This is an optimization exercise on Yosys and OpenROAD, whose aim is small area, a short achievable clock period and few clock cycles per item, not a production implementation. Only simulation tests tie the RTL to the original design; equivalence was not proved.

==> design/flow/design.v <==
`timescale 1ns / 1ps
`default_nettype none
package p80enc_pkg;
  localparam int unsigned BLK_W  = 64;
  localparam int unsigned KEY_W  = 80;
  localparam int unsigned CNT_W  = 5;
  localparam int unsigned ADDR_W = 4;
  localparam int unsigned DATA_W = 64;
  localparam int unsigned KLO_W  = 16;
  localparam logic REG_KEY_HIGH = 1'b0;
  localparam logic REG_KEY_LOW  = 1'b1;
  typedef logic [3:0] nib_t;
  typedef struct packed {
    logic [BLK_W-1:0] state;
    logic [KEY_W-1:0] key;
  } blk_t;
  function automatic nib_t SBOX(input nib_t x);
    logic a0, a1, a2, a3, t1, t2, t3, t4, u1, u2, y0, y1, y2, y3;
    a0 = x[3]; a1 = x[2]; a2 = x[1]; a3 = x[0];
    t1 = a2 ^ a1;
    t2 = a1 & t1;
    t3 = a0 ^ t2;
    y3 = a3 ^ t3;
    t2 = t1 & t3;
    u1 = t1 ^ y3;
    t2 = t2 ^ a1;
    t4 = a3 | t2;
    y2 = u1 ^ t4;
    u2 = t2 ^ ~a3;
    y0 = y2 ^ u2;
    u2 = u2 | u1;
    y1 = t3 ^ u2;
    SBOX = {y0, y1, y2, y3};
  endfunction
  function automatic logic [BLK_W-1:0] sub_layer(input logic [BLK_W-1:0] s);
    logic [BLK_W-1:0] r;
    r = '0;
    for (int n = 0; n < 16; n++) begin
      r[4*n +: 4] = SBOX(s[4*n +: 4]);
    end
    sub_layer = r;
  endfunction
  function automatic logic [BLK_W-1:0] perm_layer(input logic [BLK_W-1:0] s);
    logic [BLK_W-1:0] r;
    r = '0;
    for (int i = 0; i < 63; i++) begin
      r[(16 * i) % 63] = s[i];
    end
    r[63] = s[63];
    perm_layer = r;
  endfunction
  function automatic logic [KEY_W-1:0] round_key_step(input logic [KEY_W-1:0] k,
                                                     input logic [CNT_W-1:0] cnt);
    logic [KEY_W-1:0] r;
    r = {k[18:0], k[79:19]};
    r[79:76] = SBOX(r[79:76]);
    r[19:15] = r[19:15] ^ cnt;
    round_key_step = r;
  endfunction
endpackage
`default_nettype wire
`timescale 1ns / 1ps
`default_nettype none
module p80enc_round (
  input  wire logic [p80enc_pkg::BLK_W-1:0] s_in,
  input  wire logic [p80enc_pkg::BLK_W-1:0] rk,
  output logic      [p80enc_pkg::BLK_W-1:0] s_out
);
  assign s_out = p80enc_pkg::perm_layer(p80enc_pkg::sub_layer(s_in)) ^ rk;
endmodule
`default_nettype wire
`timescale 1ns / 1ps
`default_nettype none
module present80_encrypt_core (
  input  wire logic                           clk,
  input  wire logic                           rst_n,
  input  wire logic                           in_valid,
  output logic                                in_ready,
  input  wire logic [p80enc_pkg::BLK_W-1:0]   in_plaintext,
  output logic                                out_valid,
  input  wire logic                           out_ready,
  output logic      [p80enc_pkg::BLK_W-1:0]   out_ciphertext,
  input  wire logic                           cfg_psel,
  input  wire logic                           cfg_penable,
  input  wire logic                           cfg_pwrite,
  input  wire logic [p80enc_pkg::ADDR_W-1:0]  cfg_paddr,
  input  wire logic [p80enc_pkg::DATA_W-1:0]  cfg_pwdata,
  output logic      [p80enc_pkg::DATA_W-1:0]  cfg_prdata,
  output logic                                cfg_pready
);
  localparam int unsigned NSTG = 15;    
  localparam int unsigned BW   = p80enc_pkg::BLK_W;
  localparam int unsigned KW   = p80enc_pkg::KEY_W;
  logic [BW-1:0]                key_high_r;
  logic [p80enc_pkg::KLO_W-1:0] key_low_r;
  logic                         cfg_wr;
  logic                         reg_sel;
  assign cfg_pready = 1'b1;
  assign reg_sel    = cfg_paddr[3];
  assign cfg_wr     = cfg_psel && cfg_penable && cfg_pwrite;
  always_ff @(posedge clk) begin
    if (!rst_n) begin
      key_high_r <= '0;
      key_low_r  <= '0;
    end else if (cfg_wr) begin
      if (reg_sel == p80enc_pkg::REG_KEY_HIGH) key_high_r <= cfg_pwdata;
      else                                     key_low_r  <= cfg_pwdata[p80enc_pkg::KLO_W-1:0];
    end
  end
  assign cfg_prdata = (reg_sel == p80enc_pkg::REG_KEY_HIGH)
                      ? key_high_r
                      : {{(p80enc_pkg::DATA_W-p80enc_pkg::KLO_W){1'b0}}, key_low_r};
  logic [32:1][KW-1:0] ks;
  logic [31:1][3:0]    nib_c;    
  logic [31:2][3:0]    nib_r;    
  logic [31:1][KW-1:0] rot;
  assign ks[1] = {key_high_r, key_low_r};
  for (genvar r = 1; r <= 31; r++) begin : g_ks
    assign rot[r]   = {ks[r][18:0], ks[r][79:19]};
    assign nib_c[r] = p80enc_pkg::SBOX(rot[r][79:76]);
    if (r == 1) begin : g_direct
      assign ks[r+1] = {nib_c[r], rot[r][75:20], rot[r][19:15] ^ 5'(r), rot[r][14:0]};
    end else begin : g_reg
      always_ff @(posedge clk) nib_r[r] <= nib_c[r];
      assign ks[r+1] = {nib_r[r], rot[r][75:20], rot[r][19:15] ^ 5'(r), rot[r][14:0]};
    end
  end
  logic            en;
  logic [NSTG:1]          vld;
  logic [NSTG:1][BW-1:0]  stg;
  logic [BW-1:0]          s_in0;
  logic [NSTG:0][BW-1:0]  s_mid;    
  logic [NSTG:0][BW-1:0]  s_nxt;    
  assign s_in0 = in_plaintext ^ ks[1][79:16];
  p80enc_round u_r1 (.s_in(s_in0), .rk(ks[2][79:16]), .s_out(s_nxt[0]));
  assign s_mid[0] = '0;
  for (genvar i = 1; i <= NSTG; i++) begin : g_stg
    p80enc_round u_ra (.s_in(stg[i]),   .rk(ks[2*i+1][79:16]), .s_out(s_mid[i]));
    if (i < NSTG) begin : g_mid
      p80enc_round u_rb (.s_in(s_mid[i]), .rk(ks[2*i+2][79:16]), .s_out(s_nxt[i]));
    end else begin : g_last
      p80enc_round u_rb (.s_in(s_mid[i]), .rk(ks[32][79:16]), .s_out(s_nxt[i]));
    end
  end
  always_ff @(posedge clk) begin
    if (!rst_n) begin
      vld <= '0;
    end else if (en) begin
      vld <= {vld[NSTG-1:1], in_valid};
    end
  end
  always_ff @(posedge clk) begin
    if (en) begin
      stg[1] <= s_nxt[0];
      for (int i = 2; i <= NSTG; i++) stg[i] <= s_nxt[i-1];
    end
  end
  logic          head_vld, skid_vld;
  logic [BW-1:0] head_q, skid_q;
  logic          arrive, head_free;
  assign en        = !skid_vld;
  assign in_ready  = en;
  assign arrive    = en && vld[NSTG];
  assign head_free = !head_vld || out_ready;
  always_ff @(posedge clk) begin
    if (!rst_n) begin
      head_vld <= 1'b0;
      skid_vld <= 1'b0;
    end else begin
      if (head_free) head_vld <= skid_vld || arrive;
      if (skid_vld)  skid_vld <= !head_free;
      else           skid_vld <= arrive && !head_free;
    end
  end
  always_ff @(posedge clk) begin
    if (head_free) head_q <= skid_vld ? skid_q : s_nxt[NSTG];
    if (en)        skid_q <= s_nxt[NSTG];
  end
  assign out_valid      = head_vld;
  assign out_ciphertext = head_q;
endmodule
`default_nettype wire
==> design/flow/run.sh <==
#!/bin/bash
# synth_recipe.tcl (not shown) runs the flow's synth.tcl, then flattens the netlist and writes it again
# the make line also repeats each setting of config.mk as NAME=value (left out here)
make -C /OpenROAD-flow-scripts/flow DESIGN_CONFIG=/design/flow/config.mk WORK_HOME=/design/flow/orfs CLKGATE_MAP_FILE= SYNTH_SCRIPT=/design/flow/synth_recipe.tcl finish
==> design/flow/config.mk <==
export PLATFORM = sky130hd
export DESIGN_NAME = present80_encrypt_core
export DESIGN_NICKNAME = present80_encrypt_core
export VERILOG_FILES = /design/flow/design.v
export SDC_FILE = /design/flow/constraint.sdc
export NUM_CORES = 4
export LEC_CHECK = 0
export CAP_MARGIN = 20
export CORE_MARGIN = 2
export CORE_UTILIZATION = 45
export PLACE_DENSITY = 0.6
export SLEW_MARGIN = 20
==> design/flow/constraint.sdc <==
create_clock -name core_clock -period 4.0 [get_ports {clk}]
set_input_delay 0.8000 -clock core_clock [delete_from_list [all_inputs] [get_ports {clk}]]
set_output_delay 0.8000 -clock core_clock [all_outputs]
set_load 0.01 [all_outputs]
==> flow_metrics.tcl, run 1 <==
set metrics [dict create \
    dieArea_sq_um 263000 \
    clk_pin_slew_ns 0.06 \
    synth.distinct_cells 34 \
    clkLatencyLatePin_ns 0.85 \
    grt_use_total 0.338 \
    startpoint_type "flop" \
    area_delta_synth_final_pct 14.1 \
    place_inst 14300 \
    die_h_um 513 \
    grt_max_degree 147 \
    layout.nets 12300 \
    cts_buffers 165 \
    crit_arrival_ns 3.13 \
    die_x_um 513 \
    drive_gt1_frac 0.0917 \
    syn-num-nets 11700 \
    row_count 186 \
    worstHoldStart "skid_q[45]" \
    clockBufferDepth 3 \
    dr_total_vias 79800 \
    drv_slew 0 \
    ys_warn_count 2 \
    synth-seq-cells 1305 \
    max_cap_violations 0 \
    cts_tree "done" \
    synthCells 10500 \
    tightest_slew_ns 1.04 \
    grt_pass1_vias 78900 \
    io_buffers 265 \
    path_max_fanout 8 \
    instances_no_fill 14700 \
    routed_wl_um 455000 \
    end_kind "primary output" \
    synth_edf_count 1024 \
    core_sq_um 257000 \
    wire_per_inst_um 31.1 \
    required_ns 3.20 \
    drc_errors 0 \
    finalHoldViolCount 0 \
    layout_setup_ws_ns 0.0741 \
    initial_core_util 0.453 \
    post-route-util 0.517 \
    finalCriticalPeriod_ns 3.93 \
    postSynthAreaPerCell_sq_um 11.2 \
    critPathLaunch "key_high_r[41]" \
    final_cell_mix "3790 x xnor2_1, 1128 x xor2_1, 1051 x ha_1" \
    gr-total-overflow 0 \
    async_reset_ff_frac 0 \
    ys.flop_type "edfxtp_1" \
    ctsHoldBuffers 0 \
    worstSetupPathType "flop to primary output" \
    max_freq_mhz 255 \
    post-route-period-util 0.981 \
    first_pass_iters 6 \
    ys_seq_area_frac 0.312 \
    whs_ns 0.467 \
    final_common_cell "xnor2_1" \
    dp_slack_ns -0.0137 \
    clock-sinks 1305 \
    relSlewSlack 0.307 \
    grt_pass1_wl_um 618000 \
    setup_viol 0 \
    rsz0062_at_grt "yes" \
    vias_per_cell 5.44 \
    first_iter_violations 7610 \
    place_congestion 0.968 \
    antenna_found_initial 23 \
    post-dp-hpwl_um 361000 \
    r2r-start "key_high_r[0]" \
    finClkSkew_ns 0.0324 \
    design_area_sq_um 133000 \
    status "complete, no violations" \
    num_io_pins 270 \
    postRouteAntennaNets 0 \
    fillers 22800 \
    netlist_area_sq_um 117000 \
    hold_path.class "flop to flop" \
    dpl_cell_area_sq_um 127000 \
    fin_setup_tns_ns 0 \
    h-tree-depth 4 \
    clockRootBuffer "clkbuf_16" \
]
## synthesized netlist by cell type, types with 7 or more instances
cell	number	share of area
clkbuf_1	185	0.0060
nand2_1	284	0.0091
a21oi_1	264	0.011
xnor2_2	21	0.0029
xnor2_1	3801	0.29
mux2_2	73	0.0070
o21ai_0	123	0.0053
inv_2	15	0.00048
edfxtp_1	1024	0.26
a21boi_0	81	0.0052
dfxtp_1	281	0.048
ha_1	1053	0.11
nor2_1	282	0.0091
xor3_1	69	0.014
mux2i_1	687	0.059
xor3_2	7	0.0015
inv_1	650	0.021
buf_2	41	0.0018
xor2_1	1131	0.085
xnor3_1	222	0.043
nor2b_1	49	0.0026
buf_1	85	0.0027
clkinv_1	11	0.00035
## state kept, by name, summed over array words and instances (netlist names)
register,flops
vld,15
head_vld,1
stg,960
nib_r,120
key_high_r,64
key_low_r,16
skid_vld,1
skid_q,64
head_q,64
## final cells by class
cell class                      count  area (sq um)  share of cell area
Antenna cell                       16          40.0            0.000301
Timing Repair Buffer              815          7240              0.0544
Clock inverter                     95          1310             0.00981
Sequential cell                  1305         36500               0.274
Inverter                          676          2540              0.0191
Multi-Input combinational cell   8163         76600               0.576
Clock buffer                      213          4580              0.0344
Tap cell                         3384          4230              0.0318
## cell families after synthesis
logic type / Yosys count / share of synthesized area
multiplexers: 761 / 0.0662
adder cells (fa/ha/maj): 1053 / 0.113
AND/OR/NAND/NOR: 621 / 0.0212
buffers and inverters: 990 / 0.0325
flip-flops: 1305 / 0.312
other: 1 / 0.0000322
XOR/XNOR: 5259 / 0.433
AO/OA/AOI/OAI: 468 / 0.0218
## worst max-delay path, stage by stage (launching register included)
cell	delay [ns]
dfxtp_2	0.95
buf_4	0.33
buf_4	0.27
nor2b_1	0.17
clkdlybuf4s50_1	0.55
## repair_timing
action	in CTS	in global routing
setup endpoints to repair	2	25
pin swaps	0	11
setup buffers	0	5
gates resized for setup	1	20
## routing by layer
layer,share of wire,GRT usage
met5,0.000077,0
met4,0.062,0.176
met3,0.071,0.0511
met2,0.46,0.551
met1,0.41,0.434
## path summary, 6_finish.rpt
check | to | slack (ns) | cells after the start
worst max-delay path | cfg_prdata[41] | 0.07 | 4
worst min-delay path | skid_q[45] | 0.47 | 2
worst max register to register | stg[348] | 0.11 | 16
worst min register to register | skid_q[45] | 0.47 | 2
Testbench counts, summed over its fixed seeds: cycles 2,192, items 2,048.
==> inputs of run 2 (changes only) <==
--- a/design/flow/design.v
+++ b/design/flow/design.v
@@ -90,3 +90,3 @@
 );
-  localparam int unsigned NSTG = 15;    
+  localparam int unsigned NSTG = 30;    
   localparam int unsigned BW   = p80enc_pkg::BLK_W;
@@ -127,18 +127,9 @@
   end
-  logic            en;
+  logic                   en;
   logic [NSTG:1]          vld;
-  logic [NSTG:1][BW-1:0]  stg;
-  logic [BW-1:0]          s_in0;
-  logic [NSTG:0][BW-1:0]  s_mid;    
+  logic [NSTG:1][BW-1:0]  stg;      
   logic [NSTG:0][BW-1:0]  s_nxt;    
-  assign s_in0 = in_plaintext ^ ks[1][79:16];
-  p80enc_round u_r1 (.s_in(s_in0), .rk(ks[2][79:16]), .s_out(s_nxt[0]));
-  assign s_mid[0] = '0;
+  p80enc_round u_r1 (.s_in(in_plaintext ^ ks[1][79:16]), .rk(ks[2][79:16]), .s_out(s_nxt[0]));
   for (genvar i = 1; i <= NSTG; i++) begin : g_stg
-    p80enc_round u_ra (.s_in(stg[i]),   .rk(ks[2*i+1][79:16]), .s_out(s_mid[i]));
-    if (i < NSTG) begin : g_mid
-      p80enc_round u_rb (.s_in(s_mid[i]), .rk(ks[2*i+2][79:16]), .s_out(s_nxt[i]));
-    end else begin : g_last
-      p80enc_round u_rb (.s_in(s_mid[i]), .rk(ks[32][79:16]), .s_out(s_nxt[i]));
-    end
+    p80enc_round u_r (.s_in(stg[i]), .rk(ks[i+2][79:16]), .s_out(s_nxt[i]));
   end
==> flow_metrics.tcl, run 2 <==
set metrics [dict create \
    die_h_um 567 \
    dieArea_sq_um 322000 \
    postRouteAntennaNets 0 \
    design_area_sq_um 160000 \
    clk_pin_slew_ns 0.06 \
    syn-num-nets 13100 \
    reg_top3 "stg x1920, nib_r x120" \
    drive_gt1_frac 0.0606 \
    setup_viol 0 \
    finalHoldViolCount 0 \
    clkLatencyLatePin_ns 0.93 \
    dp_slack_ns 0.520 \
    core_sq_um 315000 \
    postSynthAreaPerCell_sq_um 12.0 \
    synth-seq-cells 2280 \
    h-tree-depth 5 \
    antenna_found_initial 31 \
    netlist.area_leader.share 0.417 \
    place_congestion 0.924 \
    end_kind "primary output" \
    synth_top_area_cell "edfxtp_1" \
    grt_pass1_vias 87800 \
    final_common_cell "xnor2_1" \
    vias_per_cell 5.30 \
    rsz0062_at_grt "no" \
    cts_tree "done" \
    ctsHoldBuffers 0 \
    synth.distinct_cells 30 \
    grt_pass1_wl_um 657000 \
    first_pass_iters 5 \
    routed_wl_um 478000 \
    first_iter_violations 8764 \
    gr-total-overflow 0 \
    synthCells 11900 \
    wire_per_inst_um 28.5 \
    top_register "stg" \
    synth_most_common_cell "xnor2_1" \
    max_cap_violations 0 \
    status "complete, no violations" \
    drc_errors 0 \
    ys_seq_area_frac 0.459 \
    cts_resized 0 \
    ys.flop_type "edfxtp_1" \
    dpl_cell_area_sq_um 151000 \
    post-route-util 0.508 \
    startpoint_type "flop" \
    yosys-top-cells-area "edfxtp_1 42%, xnor2_1 27%, ha_1 9.2%" \
    grt_use_total 0.291 \
    drv_slew 0 \
    post-cts-setup-buffers 0 \
    required_ns 3.20 \
    relSlewSlack 0.196 \
    crit_arrival_ns 2.97 \
    row_count 206 \
    num_io_pins 270 \
    area_delta_synth_final_pct 12.2 \
    netlist_area_sq_um 143000 \
    finClkSkew_ns 0.0552 \
    max_freq_mhz 265 \
    path_max_fanout 59 \
    instances_no_fill 16800 \
    final_cell_mix "4396 x xnor2_1, 1984 x edfxtp_1, 1053 x ha_1" \
    largest_reg_flops 1920 \
    clockRootBuffer "clkbuf_16" \
    layout.nets 13600 \
    worstSetupPathType "flop to primary output" \
    hold_path.class "input port to flop" \
    layout_setup_ws_ns 0.232 \
    async_reset_ff_frac 0 \
    synth_common_cells "4396 x xnor2_1, 1984 x edfxtp_1, 1053 x ha_1, 1006 x inv_1, 768 x xor2_1" \
    finalCriticalPeriod_ns 3.77 \
    place_inst 16200 \
    tightest_slew_ns 1.21 \
    ys_warn_count 2 \
    grt_max_degree 175 \
    post-route-period-util 0.942 \
    io_buffers 265 \
    die_x_um 567 \
    clockBufferDepth 4 \
    dr_total_vias 88800 \
    post-dp-hpwl_um 348000 \
    initial_core_util 0.453 \
    clock-sinks 2280 \
    synth_edf_count 1984 \
    cts_buffers 274 \
]
run 2: cell count changes after synthesis, sizes merged, moves of 185 or more:
cell | before | now
edfxtp | 1024 | 1984
xnor2 | 3825 | 4398
xor2 | 1133 | 768
inv | 665 | 1008
a21oi | 264 | 450
nor2 | 282 | 467
run 2: cells by family after synthesis:
logic type      share of synthesized area
compound gates                     0.0236
xor+xnor                            0.324
fa+ha+maj                          0.0922
buf+inv                            0.0358
flops                               0.459
mux                                0.0430
other cells                     0.0000263
simple gates                       0.0223
run 2: critical path: stages (launching register included):
cell and delay, ns:
dfxtp_4 0.80, clkinv_16 0.45, clkdlybuf4s50_1 0.65
run 2: final cells by class:
class / count / area (sq um)
repair buffers: 488 / 4540
clock inverters: 140 / 1230
well taps: 4160 / 5200
inverters: 1009 / 3810
fillers: 27500 / 155000
clock buffers: 355 / 7580
multi-input cells: 8310 / 72200
flip-flops and latches: 2280 / 65600
diodes: 12 / 30.0
run 2: worst paths after layout:
| kind | from | to | slack, ns | cells after the start |
|---|---|---|---|---|
| max | skid_vld | in_ready | 0.23 | 2 |
| min | cfg_pwdata[63] | key_high_r[63] | 0.46 | 3 |
| max reg2reg | key_high_r[0] | nib_r[67] | 0.79 | 11 |
| min reg2reg | skid_q[44] | skid_q[44] | 0.47 | 2 |
run 2: metal layers:
layer | routed length, um | GRT usage | share of wire | vias to the layer above
met5 | 33 | 0 | 0.000069 | -
met4 | 20700 | 0.114 | 0.043 | 4
met3 | 34600 | 0.0429 | 0.072 | 773
met2 | 222000 | 0.475 | 0.47 | 3100
met1 | 200000 | 0.388 | 0.42 | 44700
li1 | - | - | - | 40200
run 2: stage by stage:
stage | setup TNS (ns) | hold slack, ns
finish | 0 | 0.457
global route | 0 | 0.450
CTS | 0 | 0.396
detailed placement | 0 | 0.454
global placement | 0 | 0.449
floorplan | -3187.15 | 0.431
Testbench counts of run 2, summed over its fixed seeds: cycles 2,312, items 2,048.
==> inputs of run 3 (changes only) <==
--- a/design/flow/design.v
+++ b/design/flow/design.v
@@ -148,3 +148,3 @@
   end
-  logic          head_vld, skid_vld;
+  logic          head_vld, skid_vld, skid_nxt, rdy_q;
   logic [BW-1:0] head_q, skid_q;
@@ -152,5 +152,6 @@
   assign en        = !skid_vld;
-  assign in_ready  = en;
+  assign in_ready  = rdy_q;
   assign arrive    = en && vld[NSTG];
   assign head_free = !head_vld || out_ready;
+  assign skid_nxt  = skid_vld ? !head_free : (arrive && !head_free);
   always_ff @(posedge clk) begin
@@ -159,6 +160,7 @@
       skid_vld <= 1'b0;
+      rdy_q    <= 1'b1;
     end else begin
       if (head_free) head_vld <= skid_vld || arrive;
-      if (skid_vld)  skid_vld <= !head_free;
-      else           skid_vld <= arrive && !head_free;
+      skid_vld <= skid_nxt;
+      rdy_q    <= !skid_nxt;
     end
--- a/design/flow/config.mk
+++ b/design/flow/config.mk
@@ -11,2 +11,3 @@
 export PLACE_DENSITY = 0.6
+export SETUP_SLACK_MARGIN = 1.7
 export SLEW_MARGIN = 20
==> flow_metrics.tcl, run 3 <==
set metrics [dict create \
    clkLatencyLatePin_ns 0.93 \
    place_congestion 0.929 \
    reg_top3 "stg x1920, nib_r x120" \
    grt_pass1_wl_um 659000 \
    io_buffers 265 \
    initial_core_util 0.453 \
    cpPeakStageDelay_ns 0.33 \
    final_cell_mix "4321 x xnor2_1, 1984 x edfxtp_1, 1030 x ha_1" \
    drv_slew 0 \
    tightest_slew_ns 1.23 \
    first_pass_iters 6 \
    layout_setup_ws_ns 1.38 \
    layout.nets 13700 \
    synth-seq-cells 2281 \
    dpl_cell_area_sq_um 151000 \
    cts_buffers 276 \
    crit_arrival_ns 3.22 \
    die_x_um 567 \
    core_sq_um 315000 \
    syn-num-nets 13100 \
    worstHoldStart "cfg_pwdata[42]" \
    end_kind "flop" \
    setup_viol 0 \
    r2r_end "stg[1281]" \
    postRouteAntennaNets 0 \
    startpoint_type "flop" \
    synthCells 11900 \
    fillers 27200 \
    fin_setup_tns_ns 0 \
    finalCriticalPeriod_ns 2.62 \
    post-route-period-util 0.655 \
    dp_slack_ns 0.664 \
    design_area_sq_um 163000 \
    area_delta_synth_final_pct 14.2 \
    synth_common_cells "4396 x xnor2_1, 1984 x edfxtp_1, 1053 x ha_1, 1007 x inv_1, 768 x xor2_1" \
    hold_path.class "input port to flop" \
    postSynthAreaPerCell_sq_um 12.0 \
    post-dp-hpwl_um 347000 \
    wire_per_inst_um 28.4 \
    instances_no_fill 16900 \
    ys.flop_type "edfxtp_1" \
    max_cap_violations 0 \
    row_count 206 \
    cts_tree "done" \
    first_iter_violations 9298 \
    grt_use_total 0.291 \
    gr-total-overflow 0 \
    status "complete, no violations" \
    synth_top_area_cell "edfxtp_1" \
    netlist.area_leader.share 0.417 \
    die_h_um 567 \
    final_common_cell "xnor2_1" \
    slowest_stage "dfxtp_2" \
    post-route-util 0.517 \
    max_freq_mhz 381 \
    path_max_fanout 5 \
    hold_path_end "key_high_r[42]" \
    yosys-top-cells-area "edfxtp_1 42%, xnor2_1 27%, ha_1 9.2%" \
    async_reset_ff_frac 0 \
    dr_total_vias 89200 \
    min_path_cells 3 \
    finClkSkew_ns 0.0791 \
    largest_reg_flops 1920 \
    h-tree-depth 5 \
    rsz0062_at_grt "yes" \
    clock-sinks 2281 \
    finalHoldViolCount 0 \
    whs_ns 0.431 \
    relSlewSlack 0.176 \
    rrSetupSlack_ns 1.38 \
    synth_edf_count 1984 \
    grt_max_degree 156 \
    clk_pin_slew_ns 0.07 \
    grt_pass1_vias 88300 \
    ys_warn_count 2 \
    netlist_area_sq_um 143000 \
    r2r-start "key_high_r[0]" \
    antenna_found_initial 28 \
    drc_errors 0 \
    ys_seq_area_frac 0.459 \
    drive_gt1_frac 0.0990 \
    synth_most_common_cell "xnor2_1" \
    dieArea_sq_um 322000 \
    vias_per_cell 5.28 \
    required_ns 4.60 \
    routed_wl_um 480000 \
    worstSetupPathType "flop to flop" \
    crit_chain "inv_2, ha_4, mux2i_4, ha_4, xor3_2, buf_6, xnor2_4, buf_12, buf_16, buf_12, xor2_1" \
    top_register "stg" \
    synth.distinct_cells 30 \
    clockBufferDepth 4 \
    clockRootBuffer "clkbuf_16" \
    num_io_pins 270 \
    place_inst 16300 \
    r2r_cells 11 \
]
[run 3: cell count changes after synthesis]
cell,before,now
o21ai_0,101,102
clkbuf_1,179,175
buf_1,77,81
nor3b_1,1,0
inv_1,1006,1007
or2_2,0,1
dfxtp_1,296,297
[run 3: worst max path at each step]
stage	end	slack, ns	startpoint
2_1_floorplan	head_q[52]	-2.01	skid_vld
3_3_place_gp	stg[48]	0.63	in_plaintext[2]
3_5_place_dp	stg[48]	0.66	in_plaintext[2]
4_1_cts	nib_r[67]	1.23	key_high_r[0]
5_1_grt	nib_r[67]	1.32	key_high_r[0]
6_report	stg[1281]	1.38	key_high_r[0]
[run 3: cell type report]
| class | count | area (sq um) | area share |
|---|---|---|---|
| Inverter | 1010 | 3870 | 0.0238 |
| Clock buffer | 360 | 7550 | 0.0463 |
| Multi-Input combinational cell | 8311 | 73600 | 0.451 |
| Tap cell | 4160 | 5200 | 0.0319 |
| Timing Repair inverter | 1 | 16.3 | 0.0000997 |
| Timing Repair Buffer | 621 | 5630 | 0.0346 |
| Antenna cell | 9 | 22.5 | 0.000138 |
| Sequential cell | 2281 | 65800 | 0.404 |
| Clock inverter | 138 | 1340 | 0.00821 |
[run 3: metal layers]
layer	part of all wire	up-vias	GRT usage
met3	0.078	834	0.0399
li1	-	40400	-
met1	0.41	44700	0.391
met5	0.000033	-	0
met4	0.050	2	0.123
met2	0.46	3274	0.472
[run 3: logic make-up (layout without fill, tap and decap cells)]
family          count (synthesis)  after routing  share of synthesized area
other cells                     1             10                  0.0000263
simple gates                  803            803                     0.0223
buf+inv                      1338           2130                     0.0358
flops                        2281           2281                      0.459
mux                           609            609                     0.0430
fa+ha+maj                    1053           1053                     0.0922
xor+xnor                     5212           5212                      0.324
compound gates                633            633                     0.0236
[run 3: worst max-delay path: cells and delay by family (launching register included)]
kind / cells / cell delay (ns)
buf+inv: 5 / 0.69
xor+xnor: 3 / 0.56
flops: 1 / 0.33
mux: 1 / 0.24
fa+ha+maj: 2 / 0.45
[run 3: timing repair]
item	4_1_cts	5_1_grt
setup endpoints to repair	860	205
hold buffers	0	0
cloned	3	2
pin swaps	35	44
setup buffers	106	19
resized for setup	796	217
Testbench counts of run 3, summed over its fixed seeds: cycles 2,312, items 2,048.
==> inputs of run 4 (changes only) <==
--- a/design/flow/design.v
+++ b/design/flow/design.v
@@ -114,4 +114,5 @@
   logic [31:1][3:0]    nib_c;    
-  logic [31:2][3:0]    nib_r;    
+  logic [31:1][3:0]    nib_r;
   logic [31:1][KW-1:0] rot;
+  logic [KW-1:0]       ks2_c;
   assign ks[1] = {key_high_r, key_low_r};
@@ -120,9 +121,6 @@
     assign nib_c[r] = p80enc_pkg::SBOX(rot[r][79:76]);
-    if (r == 1) begin : g_direct
-      assign ks[r+1] = {nib_c[r], rot[r][75:20], rot[r][19:15] ^ 5'(r), rot[r][14:0]};
-    end else begin : g_reg
-      always_ff @(posedge clk) nib_r[r] <= nib_c[r];
-      assign ks[r+1] = {nib_r[r], rot[r][75:20], rot[r][19:15] ^ 5'(r), rot[r][14:0]};
-    end
+    always_ff @(posedge clk) nib_r[r] <= nib_c[r];
+    assign ks[r+1] = {nib_r[r], rot[r][75:20], rot[r][19:15] ^ 5'(r), rot[r][14:0]};
   end
+  assign ks2_c = {nib_c[1], rot[1][75:20], rot[1][19:15] ^ 5'(1), rot[1][14:0]};
   logic                   en;
@@ -131,3 +129,3 @@
   logic [NSTG:0][BW-1:0]  s_nxt;    
-  p80enc_round u_r1 (.s_in(in_plaintext ^ ks[1][79:16]), .rk(ks[2][79:16]), .s_out(s_nxt[0]));
+  p80enc_round u_r1 (.s_in(in_plaintext ^ ks[1][79:16]), .rk(ks2_c[79:16]), .s_out(s_nxt[0]));
   for (genvar i = 1; i <= NSTG; i++) begin : g_stg
==> flow_metrics.tcl, run 4 <==
set metrics [dict create \
    grt_pass1_vias 88000 \
    crit_chain "buf_16, mux2_2, buf_6" \
    final_common_cell "xnor2_1" \
    place_congestion 0.922 \
    first_pass_iters 5 \
    clock-sinks 2285 \
    synth_common_cells "4423 x xnor2_1, 1984 x edfxtp_1, 1054 x ha_1, 1018 x inv_1, 731 x xor2_1" \
    post-dp-hpwl_um 344000 \
    hold_path.class "input port to flop" \
    fin_setup_tns_ns 0 \
    postRouteAntennaNets 0 \
    startpoint_type "input port" \
    layout.nets 13700 \
    first_iter_violations 9156 \
    relSlewSlack 0.190 \
    largest_reg_flops 1920 \
    die_x_um 567 \
    ys_seq_area_frac 0.460 \
    status "complete, no violations" \
    netlist.area_leader.share 0.417 \
    drv_slew 0 \
    dieArea_sq_um 322000 \
    end_kind "primary output" \
    grt_use_total 0.292 \
    cpPeakStageDelay_ns 0.42 \
    clockRootBuffer "clkbuf_16" \
    clockBufferDepth 4 \
    syn-num-nets 13100 \
    postSynthAreaPerCell_sq_um 12.0 \
    finalHoldViolCount 0 \
    cts_buffers 272 \
    h-tree-depth 5 \
    area_delta_synth_final_pct 14.2 \
    cp_num_buf_inv 2 \
    reg_top3 "stg x1920, nib_r x124" \
    clkLatencyLatePin_ns 0.93 \
    finalCriticalPeriod_ns 2.63 \
    antenna_found_initial 20 \
    drive_gt1_frac 0.102 \
    max_cap_violations 0 \
    io_buffers 265 \
    drc_errors 0 \
    async_reset_ff_frac 0 \
    crit_arrival_ns 1.83 \
    routed_wl_um 479000 \
    worstSetupPathType "input port to primary output" \
    die_h_um 567 \
    finClkSkew_ns 0.0753 \
    initial_core_util 0.453 \
    grt_max_degree 143 \
    design_area_sq_um 163000 \
    clk_pin_slew_ns 0.06 \
    tightest_slew_ns 1.21 \
    ys_warn_count 2 \
    post-route-util 0.517 \
    num_io_pins 270 \
    final_cell_mix "4348 x xnor2_1, 1984 x edfxtp_1, 1014 x ha_1" \
    netlist_area_sq_um 143000 \
    core_sq_um 315000 \
    synth_edf_count 1984 \
    synth.distinct_cells 29 \
    setup_viol 0 \
    dpl_cell_area_sq_um 151000 \
    slowest_stage "mux2_2" \
    fillers 27200 \
    grt_pass1_wl_um 660000 \
    rsz0062_at_grt "yes" \
    post-route-period-util 0.657 \
    instances_no_fill 16900 \
    dr_total_vias 89300 \
    max_freq_mhz 381 \
    ys.flop_type "edfxtp_1" \
    synth_top_area_cell "edfxtp_1" \
    wire_per_inst_um 28.3 \
    required_ns 3.20 \
    crit_family "buffers and inverters" \
    synth_most_common_cell "xnor2_1" \
    gr-total-overflow 0 \
    row_count 206 \
    cts_tree "done" \
    synthCells 11900 \
    path_max_fanout 73 \
    vias_per_cell 5.28 \
    top_register "stg" \
    yosys-top-cells-area "edfxtp_1 42%, xnor2_1 27%, ha_1 9.2%" \
    place_inst 16300 \
    synth-seq-cells 2285 \
]
==> run 4: cell count changes after synthesis, moves of 9 or more <==
cell      previous run  this run
clkbuf_1           175       157
nand2b_1             3        14
mux2i_1            575       566
inv_1             1007      1018
nor2_1             467       480
buf_2               69        98
a21oi_1            450       464
xnor2_1           4396      4423
buf_1               81        66
xor2_1             768       731
==> run 4: area by class of cell <==
type,instances,area [sq um],area share
multi-input cells,8309,73400,0.451
repair buffers,647,5740,0.0352
well taps,4160,5200,0.0319
inverters,1019,3920,0.0241
flip-flops and latches,2285,65900,0.405
clock buffers,353,7420,0.0456
clock inverters,129,1260,0.00776
diodes,9,22.5,0.000138
==> run 4: kinds of logic after synthesis <==
| group | Yosys count | share of synthesized area |
|---|---|---|
| xor+xnor | 5192 | 0.322 |
| flops | 2285 | 0.460 |
| buf+inv | 1347 | 0.0365 |
| fa+ha+maj | 1054 | 0.0924 |
| simple gates | 822 | 0.0230 |
| compound gates | 640 | 0.0239 |
| mux | 600 | 0.0424 |
| other cells | 1 | 0.0000263 |
==> run 4: timing repair <==
item                                   in CTS  in global routing
pin swaps                                  46                 72
endpoints found under the hold margin       0                  0
setup endpoints to repair                 203                162
hold buffers                                0                  0
buffers inserted                          123                 37
gates resized for setup                   839                219
==> run 4: tightest hold or removal path, cell delays in order <==
cell	delay, ns
clkdlybuf4s50_1	0.40
nand2_1	0.05
a21boi_0	0.06
==> run 4: metrics by stage <==
step	setup WS (ns)	hold WS, ns
4_1_cts	1.35	0.387
5_1_grt	1.37	0.437
3_3_place_gp	0.726	0.445
3_5_place_dp	0.742	0.455
6_report	1.37	0.449
2_1_floorplan	-1.99	0.431
==> run 4: worst paths after layout <==
| kind | start | to | slack (ns) | cells after the start |
|---|---|---|---|---|
| min reg2reg | skid_q[28] | skid_q[28] | 0.46 | 2 |
| max reg2reg | key_high_r[58] | stg[62] | 1.58 | 11 |
| max | cfg_paddr[3] | cfg_prdata[6] | 1.37 | 3 |
| min | cfg_pwdata[49] | key_high_r[49] | 0.45 | 3 |
==> run 4: routing by layer <==
| layer | vias to the layer above | wire, um | GRT usage |
|---|---|---|---|
| met4 | 6 | 23900 | 0.124 |
| met1 | 44900 | 197000 | 0.385 |
| li1 | 40500 | - | - |
| met2 | 3067 | 223000 | 0.480 |
| met3 | 845 | 34900 | 0.0398 |
| met5 | - | 41 | 0 |
Testbench counts of run 4, summed over its fixed seeds: cycles 2,312, items 2,048.
==> inputs of run 5 (changes only) <==
--- a/design/flow/design.v
+++ b/design/flow/design.v
@@ -90,3 +90,3 @@
 );
-  localparam int unsigned NSTG = 30;    
+  localparam int unsigned NSTG = 31;    
   localparam int unsigned BW   = p80enc_pkg::BLK_W;
@@ -100,2 +100,4 @@
   assign cfg_wr     = cfg_psel && cfg_penable && cfg_pwrite;
+  logic [BW-1:0]                rd_high_n;
+  logic [p80enc_pkg::KLO_W-1:0] rd_low_n;
   always_ff @(posedge clk) begin
@@ -104,5 +106,12 @@
       key_low_r  <= '0;
+      rd_high_n  <= '1;
+      rd_low_n   <= '1;
     end else if (cfg_wr) begin
-      if (reg_sel == p80enc_pkg::REG_KEY_HIGH) key_high_r <= cfg_pwdata;
-      else                                     key_low_r  <= cfg_pwdata[p80enc_pkg::KLO_W-1:0];
+      if (reg_sel == p80enc_pkg::REG_KEY_HIGH) begin
+        key_high_r <= cfg_pwdata;
+        rd_high_n  <= ~cfg_pwdata;
+      end else begin
+        key_low_r  <= cfg_pwdata[p80enc_pkg::KLO_W-1:0];
+        rd_low_n   <= ~cfg_pwdata[p80enc_pkg::KLO_W-1:0];
+      end
     end
@@ -110,4 +119,4 @@
   assign cfg_prdata = (reg_sel == p80enc_pkg::REG_KEY_HIGH)
-                      ? key_high_r
-                      : {{(p80enc_pkg::DATA_W-p80enc_pkg::KLO_W){1'b0}}, key_low_r};
+                      ? ~rd_high_n
+                      : {{(p80enc_pkg::DATA_W-p80enc_pkg::KLO_W){1'b0}}, ~rd_low_n};
   logic [32:1][KW-1:0] ks;
@@ -128,5 +137,7 @@
   logic [NSTG:1][BW-1:0]  stg;      
-  logic [NSTG:0][BW-1:0]  s_nxt;    
+  logic [NSTG-1:0][BW-1:0] s_nxt;   
+  assign en       = !vld[NSTG] || out_ready;
+  assign in_ready = en;
   p80enc_round u_r1 (.s_in(in_plaintext ^ ks[1][79:16]), .rk(ks2_c[79:16]), .s_out(s_nxt[0]));
-  for (genvar i = 1; i <= NSTG; i++) begin : g_stg
+  for (genvar i = 1; i < NSTG; i++) begin : g_stg
     p80enc_round u_r (.s_in(stg[i]), .rk(ks[i+2][79:16]), .s_out(s_nxt[i]));
@@ -142,31 +153,7 @@
     if (en) begin
-      stg[1] <= s_nxt[0];
-      for (int i = 2; i <= NSTG; i++) stg[i] <= s_nxt[i-1];
+      for (int i = 1; i <= NSTG; i++) stg[i] <= s_nxt[i-1];
     end
   end
-  logic          head_vld, skid_vld, skid_nxt, rdy_q;
-  logic [BW-1:0] head_q, skid_q;
-  logic          arrive, head_free;
-  assign en        = !skid_vld;
-  assign in_ready  = rdy_q;
-  assign arrive    = en && vld[NSTG];
-  assign head_free = !head_vld || out_ready;
-  assign skid_nxt  = skid_vld ? !head_free : (arrive && !head_free);
-  always_ff @(posedge clk) begin
-    if (!rst_n) begin
-      head_vld <= 1'b0;
-      skid_vld <= 1'b0;
-      rdy_q    <= 1'b1;
-    end else begin
-      if (head_free) head_vld <= skid_vld || arrive;
-      skid_vld <= skid_nxt;
-      rdy_q    <= !skid_nxt;
-    end
-  end
-  always_ff @(posedge clk) begin
-    if (head_free) head_q <= skid_vld ? skid_q : s_nxt[NSTG];
-    if (en)        skid_q <= s_nxt[NSTG];
-  end
-  assign out_valid      = head_vld;
-  assign out_ciphertext = head_q;
+  assign out_valid      = vld[NSTG];
+  assign out_ciphertext = stg[NSTG];
 endmodule
--- a/design/flow/config.mk
+++ b/design/flow/config.mk
@@ -10,2 +10,4 @@
 export CORE_UTILIZATION = 45
+export CTS_CLUSTER_DIAMETER = 70
+export CTS_CLUSTER_SIZE = 30
 export PLACE_DENSITY = 0.6
==> flow_metrics.tcl, run 5 <==
set metrics [dict create \
    status "complete, no violations" \
    rrSetupSlack_ns 1.28 \
    hold_path_end "vld[12]" \
    post-dp-hpwl_um 389000 \
    critPathLaunch "vld[31]" \
    startpoint_type "flop" \
    cts_buffers 174 \
    syn-num-nets 12300 \
    crit_chain "nor2b_4, inv_16, buf_4, buf_4, buf_4, buf_16" \
    grt_max_degree 169 \
    clock-sinks 2299 \
    crit_family "buffers and inverters" \
    dieArea_sq_um 332000 \
    gr-total-overflow 0 \
    drc_errors 0 \
    drv_slew 0 \
    postSynthAreaPerCell_sq_um 13.3 \
    synth_common_cells "2989 x xnor2_1, 1984 x edfxtp_1, 1173 x xor2_1, 1054 x ha_1, 1026 x mux2i_1" \
    ctsHoldBuffers 0 \
    required_ns 4.52 \
    ys.flop_type "edfxtp_1" \
    post-route-util 0.504 \
    area_delta_synth_final_pct 11.8 \
    setup_viol 0 \
    slowest_stage "buf_4" \
    finalHoldViolCount 0 \
    min_path_cells 2 \
    synth-seq-cells 2299 \
    num_io_pins 270 \
    synthCells 11100 \
    finClkSkew_ns 0.0695 \
    synth_edf_count 1984 \
    h-tree-depth 4 \
    netlist.area_leader.share 0.405 \
    top_register "stg" \
    dr_total_vias 85300 \
    drive_gt1_frac 0.109 \
    clockRootBuffer "clkbuf_16" \
    synth_top_area_cell "edfxtp_1" \
    place_inst 15600 \
    wire_per_inst_um 32.3 \
    initial_core_util 0.451 \
    grt_use_total 0.308 \
    largest_reg_flops 1984 \
    max_freq_mhz 368 \
    hold_path.class "flop to flop" \
    r2r_end "stg[166]" \
    cpPeakStageDelay_ns 0.40 \
    r2r-start "vld[31]" \
    first_pass_iters 5 \
    clk_pin_slew_ns 0.08 \
    instances_no_fill 16100 \
    antenna_found_initial 30 \
    row_count 210 \
    max_cap_violations 0 \
    reg_top3 "stg x1984, nib_r x124" \
    fillers 28100 \
    grt_pass1_wl_um 697000 \
    seqCellArea_sq_um 66200 \
    crit_arrival_ns 3.24 \
    yosys-top-cells-area "edfxtp_1 40%, xnor2_1 18%, ha_1 9.0%" \
    async_reset_ff_frac 0 \
    routed_wl_um 518000 \
    final_cell_mix "2915 x xnor2_1, 1984 x edfxtp_1, 1140 x xor2_1" \
    end_kind "flop" \
    worstSetupPathType "flop to flop" \
    final_common_cell "xnor2_1" \
    die_h_um 576 \
    layout.nets 12700 \
    ys_warn_count 2 \
    synth.distinct_cells 33 \
    place_congestion 0.927 \
    core_sq_um 326000 \
    synth_most_common_cell "xnor2_1" \
    cts_tree "done" \
    worstHoldStart "vld[12]" \
    post-route-period-util 0.679 \
    grt_pass1_vias 86100 \
    tightest_slew_ns 1.24 \
    ys_seq_area_frac 0.448 \
    die_x_um 576 \
    cp_num_buf_inv 5 \
    relSlewSlack 0.177 \
    finalCriticalPeriod_ns 2.72 \
    io_buffers 265 \
    r2r_cells 6 \
    rsz0062_at_grt "yes" \
    first_iter_violations 7304 \
    multi_input_area_sq_um 77500 \
    cp_common_cell "buf_4" \
    postRouteAntennaNets 0 \
    vias_per_cell 5.31 \
    clockBufferDepth 4 \
    path_max_fanout 131 \
    clkLatencyLatePin_ns 0.94 \
    netlist_area_sq_um 147000 \
]
## run 5: changes by cell type after synthesis, moves of 312 or more
cell | previous run | this run
xor2_1 | 731 | 1173
nor2_1 | 480 | 168
xnor3_1 | 33 | 530
xnor2_1 | 4423 | 2989
a21oi_1 | 464 | 11
mux2i_1 | 566 | 1026
## run 5: how the worst max path moves through the flow
stage	slack [ns]	endpoint	cells after the start
3_5_place_dp	0.52	stg[23]	10
3_3_place_gp	0.56	stg[28]	10
5_1_grt	1.30	in_ready	3
2_1_floorplan	-2.42	in_ready	3
4_1_cts	1.29	in_ready	3
6_report	1.28	stg[166]	6
## run 5: layout make-up
cell class                      instances  share of cell area
Timing Repair Buffer                  615              0.0320
Timing Repair inverter                  1           0.0000532
Multi-Input combinational cell       7432               0.471
Clock buffer                          193              0.0277
Antenna cell                           13            0.000198
Clock inverter                        125             0.00959
Inverter                             1033              0.0240
Tap cell                             4346              0.0330
Sequential cell                      2299               0.402
## run 5: routing by layer
metal | GRT usage | up-vias | share of wire
met5 | 0 | - | 0.00020
met4 | 0.181 | 14 | 0.073
met3 | 0.0458 | 889 | 0.058
met2 | 0.524 | 2865 | 0.48
met1 | 0.369 | 43400 | 0.39
li1 | - | 38200 | -
## run 5: what timing repair did
item	in CTS	in global routing
gates cloned	3	1
setup endpoints to repair	558	809
pin swaps	75	57
endpoints found under the hold margin	0	0
setup buffers	49	42
resized for setup	852	196
## run 5: cell families (layout without fill, tap and decap cells)
group                    after synthesis  in the layout  share of synthesized area
XOR/XNOR                            4726           4726                      0.334
flip-flops                          2299           2299                      0.448
buffers and inverters               1356           1967                     0.0365
adder cells (fa/ha/maj)             1054           1054                     0.0896
multiplexers                        1033           1033                     0.0703
AND/OR/NAND/NOR                      390            390                     0.0122
AO/OA/AOI/OAI                        228            228                    0.00967
other                                  1             14                  0.0000255
## run 5: worst reg2reg max path, stage by stage, from the launching register on
cell     delay [ns]
dfxtp_2        0.32
nor2b_4        0.16
inv_16         0.12
buf_4          0.40
buf_4          0.37
buf_4          0.24
buf_16         0.39
## run 5: metrics by stage
stage,TNS (ns),cell area [sq um],hold WS [ns],worst slack [ns]
after floorplan,-4416.58,147000,0.441,-2.42
after global placement,0,156000,0.450,0.560
after detailed placement,0,156000,0.456,0.520
after CTS,0,163000,0.462,1.29
after global routing,0,165000,0.483,1.30
final,0,165000,0.461,1.28
Testbench counts of run 5, summed over its fixed seeds: cycles 2,312, items 2,048.
==> inputs of run 6 (changes only) <==
==> design/flow/flow/run.sh (new file) <==
#!/bin/bash
# Layout flow: the standard layout, with one change to synthesis: the
# technology mapping uses an area-oriented ABC script (flow/abc_area4.script)
# and skips Yosys's adder extraction. Everything else (the synthesis passes,
# register mapping, flattening and renaming, and all layout steps) is the
# standard flow's.
set -euo pipefail
W=$(pwd)
F=$W/flow
S=$FLOW_HOME/scripts/synth.tcl
# Synthesis script: synth_recipe.tcl with ORFS's synth.tcl inlined and edited.
{
  head -n 1 "$W/synth_recipe.tcl"
  sed -e "s|log_cmd abc {\*}\$abc_args|log_cmd abc {*}[lreplace \$abc_args 1 1 $F/abc_area4.script]|" \
      -e 's|^  extract_fa {\*}|  # extract_fa {*}|' "$S"
  tail -n +3 "$W/synth_recipe.tcl"
} > "$W/own_synth.tcl"
grep -q "abc_area4.script" "$W/own_synth.tcl"
grep -q "# extract_fa" "$W/own_synth.tcl"
bash "$W/standard.sh" SYNTH_SCRIPT="$W/own_synth.tcl" synth > "$W/synth.log" 2>&1
bash "$W/standard.sh" > "$W/layout.log" 2>&1
==> design/flow/flow/abc_area4.script (new file) <==
strash
ifraig
scorr
dc2
strash
&get -n
&dch -f
&nf -a
&put
mfs2 -a
strash
&get -n
&dch -f
&nf -a
&put
topo
stime -c
==> design/flow/standard.sh (new file) <==
#!/bin/bash
# synth_recipe.tcl (not shown) runs the flow's synth.tcl, then flattens the netlist and writes it again
# the make line also repeats each setting of config.mk as NAME=value (left out here)
make -C /OpenROAD-flow-scripts/flow DESIGN_CONFIG=/design/flow/config.mk WORK_HOME=/design/flow/orfs CLKGATE_MAP_FILE= SYNTH_SCRIPT=/design/flow/synth_recipe.tcl "${@:-finish}"
removed: design/flow/run.sh
==> flow_metrics.tcl, run 6 <==
set metrics [dict create \
    clk_pin_slew_ns 0.09 \
    busiest_layer "met2" \
    cpPeakStageDelay_ns 0.33 \
    required_ns 3.20 \
    synth_top_area_cell "edfxtp_1" \
    setup_viol 0 \
    initial_core_util 0.451 \
    grtUsageMet2 0.506 \
    relSlewSlack 0.122 \
    yosys-top-cells-area "edfxtp_1 44%, xnor2_1 18%, xor2_1 9.8%" \
    instances_no_fill 17600 \
    antenna_found_initial 18 \
    ctsHoldBuffers 0 \
    place_congestion 0.932 \
    grt_use_total 0.313 \
    cts_tree "done" \
    num_io_pins 270 \
    post-dp-hpwl_um 359000 \
    top_register "stg" \
    crit_chain "nor2b_4, buf_12, clkinv_16, buf_6" \
    synthCells 12800 \
    synth.distinct_cells 35 \
    drv_slew 0 \
    die_h_um 552 \
    dp_slack_ns 0.741 \
    first_pass_iters 9 \
    design_area_sq_um 151000 \
    clockRootBuffer "clkbuf_16" \
    routed_wl_um 489000 \
    vias_per_cell 5.58 \
    area_delta_synth_final_pct 12.1 \
    crit_family "flip-flops" \
    netlist_area_sq_um 135000 \
    clockBufferDepth 4 \
    cts_buffers 169 \
    drc_errors 0 \
    first_iter_violations 11000 \
    ys.flop_type "edfxtp_1" \
    max_cap_violations 0 \
    postRouteAntennaNets 0 \
    finClkSkew_ns 0.0722 \
    clock-sinks 2299 \
    netlist.area_leader.share 0.441 \
    layout.nets 13600 \
    path_max_fanout 3 \
    h-tree-depth 4 \
    use_met1 0.397 \
    final_common_cell "xnor2_1" \
    ys_warn_count 2 \
    postSynthAreaPerCell_sq_um 10.6 \
    dieArea_sq_um 305000 \
    post-route-period-util 0.636 \
    synth_common_cells "2702 x xnor2_1, 1984 x edfxtp_1, 1616 x o21ai_0, 1510 x xor2_1, 1283 x nand2_1" \
    core_sq_um 299000 \
    end_kind "primary output" \
    cp_num_buf_inv 3 \
    dr_total_vias 97900 \
    finalCriticalPeriod_ns 2.55 \
    ys_seq_area_frac 0.488 \
    async_reset_ff_frac 0 \
    synth-seq-cells 2299 \
    grt_pass1_vias 90300 \
    startpoint_type "flop" \
    die_x_um 552 \
    finalHoldViolCount 0 \
    layout_setup_ws_ns 1.45 \
    crit_arrival_ns 1.75 \
    syn-num-nets 12900 \
    dpl_cell_area_sq_um 145000 \
    reg_top3 "stg x1984, nib_r x124" \
    wire_per_inst_um 27.9 \
    worstSetupPathType "flop to primary output" \
    place_inst 17200 \
    whs_ns 0.450 \
    slowest_stage "dfxtp_2" \
    final_cell_mix "2651 x xnor2_1, 1984 x edfxtp_1, 1616 x o21ai_0" \
    tightest_slew_ns 1.32 \
    min_path_cells 1 \
    status "complete, no violations" \
    r2r_cells 7 \
    cp.depth 4 \
    synth_edf_count 1984 \
    max_freq_mhz 393 \
    gr-total-overflow 0 \
    fin_setup_tns_ns 0 \
    grt_pass1_wl_um 664000 \
    post-route-util 0.506 \
    hold_path.class "flop to flop" \
    use_met3 0.0411 \
    rsz0062_at_grt "yes" \
    drive_gt1_frac 0.0716 \
    grt_max_degree 178 \
    row_count 201 \
    largest_reg_flops 1984 \
    synth_most_common_cell "xnor2_1" \
    io_buffers 265 \
    clkLatencyLatePin_ns 0.94 \
]
==> run 6: layout make-up <==
type	count	area, sq um
tap	3958	4950
inverter	44	201
timing repair inverter	1	16.3
sequential	2299	66200
timing repair buffer	514	4390
clock buffer	184	4410
clock inverter	127	1550
multi-input combinational	10400	69700
antenna	5	12.5
fill	26600	148000
==> run 6: logic make-up after synthesis <==
family / after synthesis / share of synthesized area
and+or+nand+nor: 3897 / 0.136
other: 1 / 0.0000278
DFF: 2299 / 0.488
buffers and inverters: 45 / 0.00128
muxes: 20 / 0.00149
xor gates and xnor gates: 4232 / 0.276
adders and majority gates: 112 / 0.00830
AOI/OAI and AO/OA: 2165 / 0.0893
==> run 6: metal layers <==
layer | vias to the layer above | share of wire
met3 | 1031 | 0.074
li1 | 45000 | -
met1 | 47900 | 0.39
met5 | - | 0.000022
met2 | 3961 | 0.46
met4 | 2 | 0.075
==> run 6: final timing paths <==
check | from | end | slack [ns]
max | vld[31] | in_ready | 1.45
min | rd_high_n[32] | rd_high_n[32] | 0.45
max reg2reg | vld[31] | stg[860] | 1.52
min reg2reg | rd_high_n[32] | rd_high_n[32] | 0.45
==> run 6: timing repair <==
action                     CTS  global route
pin swaps                   48             6
gates cloned                 2             6
resized for setup          645           115
setup endpoints to repair  223          1032
setup buffers                7             7
==> run 6: worst reg2reg max path, cell delays in order, from the launching register on <==
cell	delay, ns
dfxtp_2	0.33
nor2b_4	0.12
buf_12	0.13
clkinv_16	0.06
buf_4	0.43
buf_12	0.32
buf_6	0.38
buf_4	0.35
==> inputs of run 7 (changes only) <==
--- a/design/flow/design.v
+++ b/design/flow/design.v
@@ -138,4 +138,5 @@
   logic [NSTG-1:0][BW-1:0] s_nxt;   
+  logic last_free;
   assign en       = !vld[NSTG] || out_ready;
-  assign in_ready = en;
+  assign in_ready = last_free || out_ready;
   p80enc_round u_r1 (.s_in(in_plaintext ^ ks[1][79:16]), .rk(ks2_c[79:16]), .s_out(s_nxt[0]));
@@ -146,5 +147,7 @@
     if (!rst_n) begin
-      vld <= '0;
+      vld       <= '0;
+      last_free <= 1'b1;
     end else if (en) begin
-      vld <= {vld[NSTG-1:1], in_valid};
+      vld       <= {vld[NSTG-1:1], in_valid};
+      last_free <= !vld[NSTG-1];
     end
==> design/flow/flow/run.sh (replaced) <==
#!/bin/bash
# Layout flow: the standard layout (standard.sh) with two changes.
# 1. Synthesis maps with an area-oriented ABC script (flow/abc_area4.script)
#    and skips Yosys's adder extraction; all other synthesis passes, the
#    register mapping, flattening and renaming are the standard script's.
# 2. Port buffering uses sky130_fd_sc_hd__buf_4 (every input and output port
#    still gets its own buffer), instead of the delay-cell buffer the standard
#    flow picks.
# Each tool's full output goes to a log file in the work folder.
set -euo pipefail
W=$(pwd)
F=$W/flow
S=$FLOW_HOME/scripts/synth.tcl
# Synthesis script: synth_recipe.tcl with ORFS's synth.tcl inlined and edited.
{
  head -n 1 "$W/synth_recipe.tcl"
  sed -e "s|log_cmd abc {\*}\$abc_args|log_cmd abc {*}[lreplace \$abc_args 1 1 $F/abc_area4.script]|" \
      -e 's|^  extract_fa {\*}|  # extract_fa {*}|' "$S"
  tail -n +3 "$W/synth_recipe.tcl"
} > "$W/own_synth.tcl"
grep -q "abc_area4.script" "$W/own_synth.tcl"
grep -q "# extract_fa" "$W/own_synth.tcl"
bash "$W/standard.sh" SYNTH_SCRIPT="$W/own_synth.tcl" synth > "$W/synth.log" 2>&1
bash "$W/standard.sh" "BUFFER_PORTS_ARGS=-buffer_cell sky130_fd_sc_hd__buf_4" ${STAGE:-finish} > "$W/layout.log" 2>&1
==> flow_metrics.tcl, run 7 <==
set metrics [dict create \
    status "complete, no violations" \
    end_kind "primary output" \
    synth_most_common_cell "xnor2_1" \
    cts_buffers 166 \
    vias_per_cell 5.61 \
    num_io_pins 270 \
    worstSetupPathType "flop to primary output" \
    first_iter_violations 10500 \
    first_pass_iters 8 \
    grt_pass1_wl_um 671000 \
    h-tree-depth 4 \
    ys.flop_type "edfxtp_1" \
    grt_max_degree 116 \
    gr-total-overflow 0 \
    post-route-util 0.507 \
    dieArea_sq_um 305000 \
    clockRootBuffer "clkbuf_16" \
    relSlewSlack 0.147 \
    finalCriticalPeriod_ns 2.43 \
    max_freq_mhz 412 \
    finalHoldViolCount 0 \
    postSynthAreaPerCell_sq_um 10.6 \
    drc_errors 0 \
    dp_slack_ns 1.08 \
    synth.distinct_cells 36 \
    die_x_um 552 \
    synth_common_cells "2726 x xnor2_1, 1984 x edfxtp_1, 1610 x o21ai_0, 1487 x xor2_1, 1284 x nand2_1" \
    grt_use_total 0.312 \
    die_h_um 552 \
    wire_per_inst_um 27.9 \
    tightest_slew_ns 1.28 \
    routed_wl_um 491000 \
    ys_seq_area_frac 0.488 \
    hold_path.class "input port to flop" \
    layout.nets 13600 \
    syn-num-nets 12900 \
    crit_arrival_ns 1.63 \
    netlist.area_leader.share 0.441 \
    dpl_cell_area_sq_um 145000 \
    final_cell_mix "2683 x xnor2_1, 1984 x edfxtp_1, 1607 x o21ai_0" \
    netlist_area_sq_um 135000 \
    drive_gt1_frac 0.0831 \
    required_ns 3.20 \
    antenna_found_initial 20 \
    rsz0062_at_grt "yes" \
    synthCells 12800 \
    ys_warn_count 2 \
    top_register "stg" \
    max_cap_violations 0 \
    fillers 26600 \
    post-route-period-util 0.607 \
    clock-sinks 2300 \
    core_sq_um 299000 \
    final_common_cell "xnor2_1" \
    yosys-top-cells-area "edfxtp_1 44%, xnor2_1 18%, xor2_1 9.6%" \
    startpoint_type "flop" \
    initial_core_util 0.452 \
    clk_pin_slew_ns 0.09 \
    clockBufferDepth 4 \
    reg_top3 "stg x1984, nib_r x124" \
    layout_setup_ws_ns 1.57 \
    synth-seq-cells 2300 \
    largest_reg_flops 1984 \
    grt_pass1_vias 91900 \
    synth_edf_count 1984 \
    synth_top_area_cell "edfxtp_1" \
    design_area_sq_um 152000 \
    place_congestion 0.942 \
    io_buffers 265 \
    area_delta_synth_final_pct 12.3 \
    async_reset_ff_frac 0 \
    drv_slew 0 \
    row_count 201 \
    clkLatencyLatePin_ns 0.94 \
    post-dp-hpwl_um 362000 \
    cts_tree "done" \
    dr_total_vias 98800 \
    setup_viol 0 \
    finClkSkew_ns 0.0643 \
    postRouteAntennaNets 0 \
    ctsHoldBuffers 0 \
    path_max_fanout 2 \
]
run 7: cells by family after synthesis:
family / count (synthesis) / synth area share
xor gates and xnor gates: 4233 / 0.276
and+or+nand+nor: 3894 / 0.136
DFF: 2300 / 0.488
AOI/OAI and AO/OA: 2167 / 0.0894
adders and majority gates: 112 / 0.00830
buffers and inverters: 44 / 0.00125
muxes: 20 / 0.00149
other: 1 / 0.0000277
run 7: path summary, 6_finish.rpt:
| path | from | to | slack [ns] | depth (start not counted) |
|---|---|---|---|---|
| min reg2reg | last_free | last_free | 0.44 | 2 |
| max reg2reg | key_high_r[32] | nib_r[43] | 1.58 | 5 |
| max | rd_high_n[8] | cfg_prdata[8] | 1.57 | 2 |
| min | in_valid | vld[1] | 0.13 | 3 |
run 7: stage by stage:
stage | instances | setup TNS (ns) | hold WS, ns
after detailed placement | 17300 | 0 | 0.436
after global routing | 17600 | 0 | 0.136
final | 17600 | 0 | 0.127
after CTS | 17600 | 0 | 0.0662
after global placement | 17300 | 0 | 0.433
after floorplan | 12800 | -3882.70 | 0.415
run 7: layout make-up:
cell class | instances | area [sq um] | area share
Inverter | 43 | 194 | 0.00128
Antenna cell | 13 | 32.5 | 0.000214
Timing Repair inverter | 1 | 11.3 | 0.0000742
Multi-Input combinational cell | 10400 | 69700 | 0.459
Clock inverter | 120 | 1540 | 0.0102
Clock buffer | 186 | 4350 | 0.0287
Timing Repair Buffer | 561 | 4880 | 0.0322
Sequential cell | 2300 | 66200 | 0.436
Tap cell | 3958 | 4950 | 0.0326
run 7: what timing repair did:
action | in CTS | in global routing
cloned | 2 | 2
gates resized for setup | 122 | 109
setup buffers | 9 | 15
pin swaps | 50 | 11
endpoints found under the setup margin | 148 | 530
run 7: worst max-delay path, cell delays in order (launching register included):
cell     delay, ns
dfxtp_2       0.34
mux2i_2       0.19
buf_4         0.16
run 7: metal layers:
metal / part of all wire / global-route usage
met5: 0.00012 / 0
met4: 0.077 / 0.207
met3: 0.074 / 0.0423
met2: 0.46 / 0.506
met1: 0.39 / 0.390
Testbench counts of run 7, summed over its fixed seeds: cycles 2,312, items 2,048.

==> afterwards: timing with drivers on the ports <==
The flow's constraints put no driver on any port. The routed layouts listed below were extracted and timed again, unchanged, in two steps. Step 1, drivers: a clkbuf_16 drives clk and a buf_2 each remaining input, both assumed. Step 2 moves the port delays by t, midway between the first and last clock arrival at a register: inputs arrive t later, outputs are due t later. That takes back most of the time a late clock gives input paths. Three values: ideal, step 1, step 2; two values: the first two.
run | shift t [ns] | slack for setup (ns) | hold slack, ns | worst setup path at the end
run 1 | 0.921 | 0.074 / -0.012 / 0.107 | 0.467 / 0.464 / 0.467 | register to register
run 2 | 1.000 | 0.232 / 0.125 / 0.423 | 0.457 / 0.386 / 0.468 | input to register
run 3 | 0.992 | 1.378 / 1.317 / 0.777 | 0.431 / 0.371 / 0.463 | input to register
run 4 | 0.997 | 1.372 / 1.283 / 0.783 | 0.449 / 0.372 / 0.465 | input to register
run 5 | 1.017 | 1.283 / 1.223 / 0.359 | 0.461 / 0.410 / 0.461 | input to register
run 6 | 1.017 | 1.455 / 1.343 / 0.592 | 0.450 / 0.379 / 0.450 | input to register
run 7 | 1.010 | 1.572 / 1.426 / 1.309 | 0.127 / 0.043 / 0.444 | input to register
After both steps every run listed still meets setup and hold. For run 5, which loses most, drivers alone change the setup slack by -0.060 ns; drivers and shift together by -0.924 ns.
